Background: an optimization exercise with open tools, aiming at small area and a short achievable clock period. Do not read the settings as production practice. Function was checked by simulation only, so behaviour that the tests miss may differ from the original.

==> job 7936: inputs <==
Design ex_top, start of the top module:
module ex_top #(
	parameter int DATA_WIDTH = 64,
	parameter int ALU_K      = 4,
	parameter int BR_K       = 8,
	parameter int ALU_KIND   = 0,
	parameter int BR_KIND    = 0
) (
	input  logic                  clk,
	input  logic                  reset,
	input  logic                  issue,
	input  logic [DATA_WIDTH-1:0] read_data1,
	input  logic [DATA_WIDTH-1:0] read_data2,
	input  logic [DATA_WIDTH-1:0] pc,
	input  logic [DATA_WIDTH-1:0] imm,
	input  logic [DATA_WIDTH-1:0] br_offset,
	input  ex_pkg::alu_op_t       alu_op,
	input  logic                  alu_src,
	input  logic                  set_flags,
	input  ex_pkg::br_kind_t      br_kind,
	input  ex_pkg::cond_t         cond,
	output logic                  result_valid,
	output logic [DATA_WIDTH-1:0] alu_result,
	output logic [DATA_WIDTH-1:0] store_data,
	output logic [DATA_WIDTH-1:0] br_target,
	output logic                  br_taken,
	output logic                  negative,
	output logic                  zero,
	output logic                  overflow,
	output logic                  carry_out
);
Settings: LEC_CHECK=0, ABC_AREA=1, CAP_MARGIN=20, CORE_MARGIN=2, CORE_UTILIZATION=40, CTS_BUF_LIST=sky130_fd_sc_hd__clkbuf_16, CTS_CLUSTER_DIAMETER=80, CTS_CLUSTER_SIZE=30, SETUP_SLACK_MARGIN=3.1, SLEW_MARGIN=20, SYNTH_HIERARCHICAL=1, TNS_END_PERCENT=10; clock period 5.5 ns.
standard.sh (not shown) runs the stock make flow with config.mk's settings and CLKGATE_MAP_FILE= SYNTH_SCRIPT=/design/flow/synth_recipe.tcl, a recipe that flattens the netlist after the stock synthesis.
==> flow/flow/run.sh <==
#!/bin/bash
# Standard layout, with plain buf_1 cells as the port buffers instead of the
# buffer_ports default (clkdlybuf4s50_1). Each tool's output goes to its own log.
set -euo pipefail
export BUFFER_PORTS_ARGS="-buffer_cell sky130_fd_sc_hd__buf_1"
bash standard.sh synth > synth.log 2>&1
bash standard.sh > layout.log 2>&1
==> inputs of job 1261, as changes to job 7936 <==
Settings changed: CORE_UTILIZATION 40 to 45, PLACE_DENSITY set to 0.6, SETUP_SLACK_MARGIN 3.1 to 3.0.
==> flow_metrics.py <==
metrics = {
    "run_status": {
        "status": "complete, no violations",
    },
    "power_and_ir_drop": {
        "power.density_mw_per_mm2": 304,
    },
    "layout": {
        "area_share_clock_buf_inv_pct": 3.94,
        "sh_seq_area_pct": 40.8,
        "utilization_pct": 48.9,
        "final_layout_size_suffix_gt1_share_pct": 9.57,
        "nets": 3474,
        "layout_common_cells": "536 x nand2_1, 526 x buf_1, 291 x nor2_1",
    },
    "critical_path": {
        "r2r_slack_ns": 3.30,
        "ff2ff_path_depth": 16,
        "cp_num_buf_inv": 5,
        "arrival_ns": 2.91,
        "crit_family": "buffers and inverters",
    },
    "cts": {
        "numCtsBuffers": 28,
    },
    "die": {
        "taps": 696,
        "placementRows": 85,
    },
    "timing": {
        "max_slew_margin_pct": 37.7,
    },
    "routing": {
        "m1WireLength_mm": 28.1,
        "post_drt_wl_per_cell_um": 19.7,
    },
    "global_routing": {
        "grt_pass1_vias": 18000,
    },
    "place": {
        "dp_cells": 3647,
    },
}
-- figures above: job 7936

==> flow_metrics.py <==
metrics = {
    "die": {
        "placementRows": 80,
        "taps": 615,
    },
    "global_routing": {
        "grt_pass1_vias": 18100,
        "grt_max_degree": 95,
    },
    "layout": {
        "area_share_clock_buf_inv_pct": 4.47,
        "final_layout_size_suffix_gt1_share_pct": 7.77,
        "sh_seq_area_pct": 41.7,
        "utilization_pct": 54.1,
    },
    "place": {
        "dp_cells": 3568,
    },
    "routing": {
        "post_drt_wl_per_cell_um": 18.7,
        "m1WireLength_mm": 25.3,
    },
    "critical_path": {
        "cp_num_buf_inv": 3,
        "r2r_slack_ns": 3.33,
        "crit_path_start_kind": "primary input",
        "ff2ff_path_depth": 14,
        "crit_family": "simple AND/OR/NAND/NOR gates",
        "arrival_ns": 2.98,
    },
    "cts": {
        "numCtsBuffers": 29,
    },
    "power_and_ir_drop": {
        "power.density_mw_per_mm2": 313,
    },
    "run_status": {
        "status": "complete, no violations",
    },
    "timing": {
        "min_period_ns": 2.49,
        "max_slew_margin_pct": 33.2,
    },
}
-- figures above: job 1261

-- static timing again, ports no longer ideal --
No port has a modelled driver above. Below, the same layouts with a new extraction and two added sets of constraints.
Step 1 sets driving cells, clkbuf_16 on the clock port and buf_2 on the other inputs (assumed; they add their load-dependent delay and slew).
Step 2 adds t to the input delays and takes it off the output delays; t is the mean of the earliest and latest rising clock arrival at the registers after step 1. Input paths then give back, and output paths get back, about the clock's delay inside the block.
Slacks: ideal ports / drivers / drivers and shift; pairs: ideal ports / drivers.
run	shift t [ns]	setup WS [ns]	slew at the worst register clock pin (ns)	cell pins on the clock port's net
job 7936	0.665	3.080 / 3.022 / 2.357	0.11 / 0.11	1
job 1261	0.671	3.012 / 2.946 / 2.275	0.12 / 0.12	1
After both steps setup and hold are still met in every run listed. For job 1261, which loses most, drivers alone change the setup slack by -0.066 ns; drivers and shift together by -0.737 ns.
